This design comes from an exercise in tuning for small area on the open sky130 flow, not from production work.
The RTL was checked by simulation tests, not by an equivalence proof against the original design.
Power and IR drop assume default switching activity. No driver is modelled on the clock port, so clocking that relies on it looks cheaper here than on a real chip.

==> flow/design.v <==
package ctrl_types_pkg;
  localparam int KV_CMD_IDX_W = 16;
  typedef enum logic [0:0] {
    KV_IDLE  = 1'b0,
    KV_FLUSH = 1'b1
  } kv_mem_state_e;
  typedef struct packed {
    logic                    sel;    
    logic                    wr;     
    logic                    del;    
    logic [KV_CMD_IDX_W-1:0] idx;    
  } kv_mem_cmd_t;
endpackage
module kv_prio_onehot #(
  parameter int WIDTH = 16
) (
  input  logic [WIDTH-1:0] req_in,
  output logic [WIDTH-1:0] gnt_out
);
  logic [WIDTH-1:0] below;
  always_comb begin
    below[0] = 1'b0;
    for (int i = 1; i < WIDTH; i++) begin
      below[i] = below[i-1] | req_in[i-1];
    end
  end
  assign gnt_out = req_in & ~below;
endmodule
module kv_aoi222 (
  input  logic a0, b0, a1, b1, a2, b2,
  output logic y_n
);
  assign y_n = ~((a0 & b0) | (a1 & b1) | (a2 & b2));
endmodule
module kv_read_mux #(
  parameter int N = 16,
  parameter int W = 64
) (
  input  logic [N-1:0]        sel_in,
  input  logic [N-1:0][W-1:0] data_in,
  output logic [W-1:0]        data_out
);
  localparam int NG = N / 3;    
  for (genvar j = 0; j < W; j++) begin : g_bit
    logic [NG-1:0] grp_n;
    logic [N-1:0]  tail;
    logic          rest;
    for (genvar g = 0; g < NG; g++) begin : g_grp
      kv_aoi222 u_aoi (
        .a0 (sel_in[3*g]),   .b0 (data_in[3*g][j]),
        .a1 (sel_in[3*g+1]), .b1 (data_in[3*g+1][j]),
        .a2 (sel_in[3*g+2]), .b2 (data_in[3*g+2][j]),
        .y_n(grp_n[g])
      );
    end
    for (genvar i = 0; i < N; i++) begin : g_tail
      if (i >= 3 * NG) begin : g_use
        assign tail[i] = sel_in[i] & data_in[i][j];
      end else begin : g_skip
        assign tail[i] = 1'b0;
      end
    end
    assign rest = |tail;
    assign data_out[j] = ~(&grp_n) | rest;
  end
endmodule
module kv_key_match #(
  parameter int N = 16,
  parameter int W = 32
) (
  input  logic [W-1:0]        key_in,
  input  logic [N-1:0]        valid_in,
  input  logic [N-1:0][W-1:0] keys_in,
  output logic [N-1:0]        match_out
);
  always_comb begin
    for (int i = 0; i < N; i++) begin
      match_out[i] = valid_in[i] && (keys_in[i] == key_in);
    end
  end
endmodule
module kv_cell_next #(
  parameter int N = 16,
  parameter int W = 96
) (
  input  logic [N-1:0]        wr_in,
  input  logic [N-1:0]        hold_in,
  input  logic [W-1:0]        din_in,
  input  logic [N-1:0][W-1:0] q_in,
  output logic [N-1:0][W-1:0] d_out
);
  always_comb begin
    for (int i = 0; i < N; i++) begin
      d_out[i] = (din_in & {W{wr_in[i]}}) | (q_in[i] & {W{hold_in[i]}});
    end
  end
endmodule
module kv_mem_block #(
  parameter int NUM_ENTRIES = 16,
  parameter int KEY_WIDTH   = 32,
  parameter int VALUE_WIDTH = 64
) (
  input  logic                               clk,
  input  logic                               rst_n,
  input  logic [KEY_WIDTH-1:0]               key_in,
  input  logic [VALUE_WIDTH-1:0]             value_in,
  input  logic                               select_in,
  input  logic                               write_in,
  input  logic                               delete_in,
  input  logic [NUM_ENTRIES-1:0]             idx_in,
  input  logic                               flush_in,
  output logic                               hit,
  output logic [NUM_ENTRIES-1:0]             hit_idx,
  output logic [VALUE_WIDTH-1:0]             value_out,
  output logic                               free_valid,
  output logic [NUM_ENTRIES-1:0]             free_idx,
  output logic [$clog2(NUM_ENTRIES+1)-1:0]   count,
  output logic                               busy,
  output logic                               err,
  output ctrl_types_pkg::kv_mem_state_e      dbg_state
);
  localparam int N  = NUM_ENTRIES;
  localparam int CW = $clog2(NUM_ENTRIES + 1);
  localparam int PW = $clog2(NUM_ENTRIES);
  localparam int SW = KEY_WIDTH + VALUE_WIDTH;    
  logic                         busy_q;
  logic [PW-1:0]                ptr_q;
  logic [N-1:0]                 valid_q;
  logic [N-1:0][SW-1:0]         cell_q, cell_d;
  logic [N-1:0][KEY_WIDTH-1:0]  key_q;
  logic [N-1:0][VALUE_WIDTH-1:0] val_q;
  logic [CW-1:0]                count_q;
  logic                         err_q;
  for (genvar i = 0; i < N; i++) begin : g_cell
    assign key_q[i] = cell_q[i][SW-1:VALUE_WIDTH];
    assign val_q[i] = cell_q[i][VALUE_WIDTH-1:0];
  end
  logic [N-1:0] match, key_hit_idx, free_vec, idx_low, idx_valid, acc_idx;
  logic         key_hit, idx_ok, any_free, idx_hit;
  kv_key_match #(.N(N), .W(KEY_WIDTH)) u_match (
    .key_in    (key_in),
    .valid_in  (valid_q),
    .keys_in   (key_q),
    .match_out (match)
  );
  kv_prio_onehot #(.WIDTH(N)) u_hit_sel (
    .req_in  (match),
    .gnt_out (key_hit_idx)
  );
  kv_prio_onehot #(.WIDTH(N)) u_free_sel (
    .req_in  (~valid_q),
    .gnt_out (free_vec)
  );
  kv_prio_onehot #(.WIDTH(N)) u_idx_low (
    .req_in  (idx_in),
    .gnt_out (idx_low)
  );
  assign key_hit   = |match;
  assign any_free  = ~&valid_q;
  assign idx_ok    = (|idx_in) && (idx_low == idx_in);
  assign idx_valid = idx_in & valid_q;
  assign idx_hit   = |idx_valid;
  always_comb begin
    acc_idx = '0;
    if (!busy_q) begin
      if (select_in) acc_idx = idx_ok ? idx_valid : '0;
      else           acc_idx = key_hit_idx;
    end
  end
  kv_read_mux #(.N(N), .W(VALUE_WIDTH)) u_read (
    .sel_in   (acc_idx),
    .data_in  (val_q),
    .data_out (value_out)
  );
  assign hit        = |acc_idx;
  assign hit_idx    = acc_idx;
  assign free_idx   = free_vec;
  assign free_valid = any_free;
  assign count      = count_q;
  assign busy       = busy_q;
  assign dbg_state  = busy_q ? ctrl_types_pkg::KV_FLUSH : ctrl_types_pkg::KV_IDLE;
  logic         idle_cmd, do_del, wr_req, do_idx_wr, do_key_wr;
  logic [N-1:0] wr_vec, hold_vec, clr_vec;
  logic         cnt_inc, cnt_dec;
  assign idle_cmd  = !busy_q && !flush_in;
  assign do_del    = idle_cmd && delete_in && idx_ok;
  assign wr_req    = idle_cmd && write_in && !delete_in;
  assign do_idx_wr = wr_req && select_in && idx_ok;
  assign do_key_wr = wr_req && !select_in;
  always_comb begin
    wr_vec = '0;
    if (do_idx_wr)      wr_vec = idx_in;
    else if (do_key_wr) wr_vec = key_hit ? key_hit_idx : free_vec;
  end
  always_comb begin
    clr_vec = '0;
    if (do_del) clr_vec = idx_in;
    if (busy_q) clr_vec = N'(1) << ptr_q;
  end
  assign cnt_inc = (do_idx_wr && !idx_hit) || (do_key_wr && !key_hit && any_free);
  assign cnt_dec = (do_del && idx_hit) || (busy_q && valid_q[ptr_q]);
  logic [CW-1:0] cnt_flip;
  always_comb begin
    cnt_flip[0] = cnt_inc || cnt_dec;
    for (int k = 1; k < CW; k++) begin
      cnt_flip[k] = cnt_flip[k-1] && (count_q[k-1] ^ cnt_dec);
    end
  end
  assign hold_vec = ~wr_vec;
  kv_cell_next #(.N(N), .W(SW)) u_next (
    .wr_in   (wr_vec),
    .hold_in (hold_vec),
    .din_in  ({key_in, value_in}),
    .q_in    (cell_q),
    .d_out   (cell_d)
  );
  always_ff @(posedge clk) begin
    cell_q <= cell_d;
  end
  always_ff @(posedge clk or negedge rst_n) begin
    if (!rst_n) begin
      valid_q <= '0;
      count_q <= '0;
    end else begin
      valid_q <= (valid_q | wr_vec) & ~clr_vec;
      count_q <= count_q ^ cnt_flip;
    end
  end
  always_ff @(posedge clk or negedge rst_n) begin
    if (!rst_n) begin
      busy_q <= 1'b0;
    end else if (busy_q) begin
      busy_q <= (ptr_q != PW'(N - 1));
    end else begin
      busy_q <= flush_in;
    end
  end
  always_ff @(posedge clk) begin
    ptr_q <= busy_q ? ptr_q + PW'(1) : '0;
  end
  logic illegal;
  assign illegal = idle_cmd && (
                     (delete_in && !idx_ok) ||
                     (delete_in && write_in) ||
                     (wr_req && select_in && !idx_ok) ||
                     (do_key_wr && !key_hit && !any_free));
  always_ff @(posedge clk or negedge rst_n) begin
    if (!rst_n) begin
      err_q <= 1'b0;
    end else if (!busy_q && flush_in) begin
      err_q <= 1'b0;
    end else if (illegal) begin
      err_q <= 1'b1;
    end
  end
  assign err = err_q;
endmodule
export LEC_CHECK = 0
export CAP_MARGIN = 5
export CORE_MARGIN = 2
export CORE_UTILIZATION = 75
export PLACE_DENSITY = 0.82
export SETUP_SLACK_MARGIN = 0.2
export SLEW_MARGIN = 5
export SYNTH_HIERARCHICAL = 1
create_clock -name core_clock -period 14.0 [get_ports {clk}]
standard.sh (not shown) runs the stock make flow with config.mk's settings and CLKGATE_MAP_FILE= SYNTH_SCRIPT=/design/flow/synth_recipe.tcl, a recipe that flattens the netlist after the stock synthesis.
==> flow/flow/run.sh <==
#!/bin/bash
# Standard ORFS layout with two changes: port buffers use the smallest
# buffer cell (the resizer still upsizes any that need it), and clock tree
# synthesis uses larger sink clusters without dummy loads.
set -euo pipefail
export BUFFER_PORTS_ARGS="-buffer_cell sky130_fd_sc_hd__buf_1"
export CTS_ARGS="-sink_clustering_enable -repair_clock_nets -sink_clustering_size 30 -sink_clustering_max_diameter 75 -dont_use_dummy_load"
bash standard.sh > standard_flow.log 2>&1
The starting point went through all stages and came out clean.
Edit:
--- a/flow/design.v
+++ b/flow/design.v
@@ -151,13 +151,15 @@
     .req_in  (~valid_q),
     .gnt_out (free_vec)
   );
-  kv_prio_onehot #(.WIDTH(N)) u_idx_low (
-    .req_in  (idx_in),
-    .gnt_out (idx_low)
-  );
+  always_comb begin
+    idx_low[0] = 1'b0;
+    for (int i = 1; i < N; i++) begin
+      idx_low[i] = idx_low[i-1] | idx_in[i-1];
+    end
+  end
   assign key_hit   = |match;
   assign any_free  = ~&valid_q;
-  assign idx_ok    = (|idx_in) && (idx_low == idx_in);
+  assign idx_ok    = (|idx_in) && !(|(idx_in & idx_low));
   assign idx_valid = idx_in & valid_q;
   assign idx_hit   = |idx_valid;
   always_comb begin
@@ -198,7 +200,7 @@
     if (busy_q) clr_vec = N'(1) << ptr_q;
   end
   assign cnt_inc = (do_idx_wr && !idx_hit) || (do_key_wr && !key_hit && any_free);
-  assign cnt_dec = (do_del && idx_hit) || (busy_q && valid_q[ptr_q]);
+  assign cnt_dec = (do_del && idx_hit) || (busy_q && |(valid_q & clr_vec));
   logic [CW-1:0] cnt_flip;
   always_comb begin
     cnt_flip[0] = cnt_inc || cnt_dec;
Result: Cell count shrinks by 0.68%; final area stays flat; area after synthesis hardly moves; first-iteration DRC count increases by 3.8%; setup slack improved by 0.036 ns; clock-buffer cell count does not change; sequential cell count stays the same; critical path depth falls by 2; global-route usage rose by 0.35 points; clock skew fell by 0.016 ns; via count went up by 0.46%; power rises by 0.41%.

## what the ideal ports hide
In the flow no input, the clock included, has a driving cell. The finished layouts below were timed again as built, in two steps. Step 1 sets driving cells, clkbuf_16 on the clock port and buf_2 on the other inputs (assumed; they add their load-dependent delay and slew). Step 2 moves the port delays by t, midway between the first and last clock arrival at a register: inputs arrive t later, outputs are due t later. That takes back most of the time a late clock gives input paths. Three values: no drivers, after step 1, after step 2; two values: the first two.
run	shift t [ns]	setup WS [ns]	worst slew at a driven data input, ns
the first run	0.747	3.135 / 3.115 / 3.115	0.14
the second run	0.758	3.171 / 3.135 / 3.135	0.17
After both steps setup and hold are still met in every run listed. The setup slack of the second run, which loses most, moves by -0.036 ns with the drivers and by -0.036 ns with both steps.
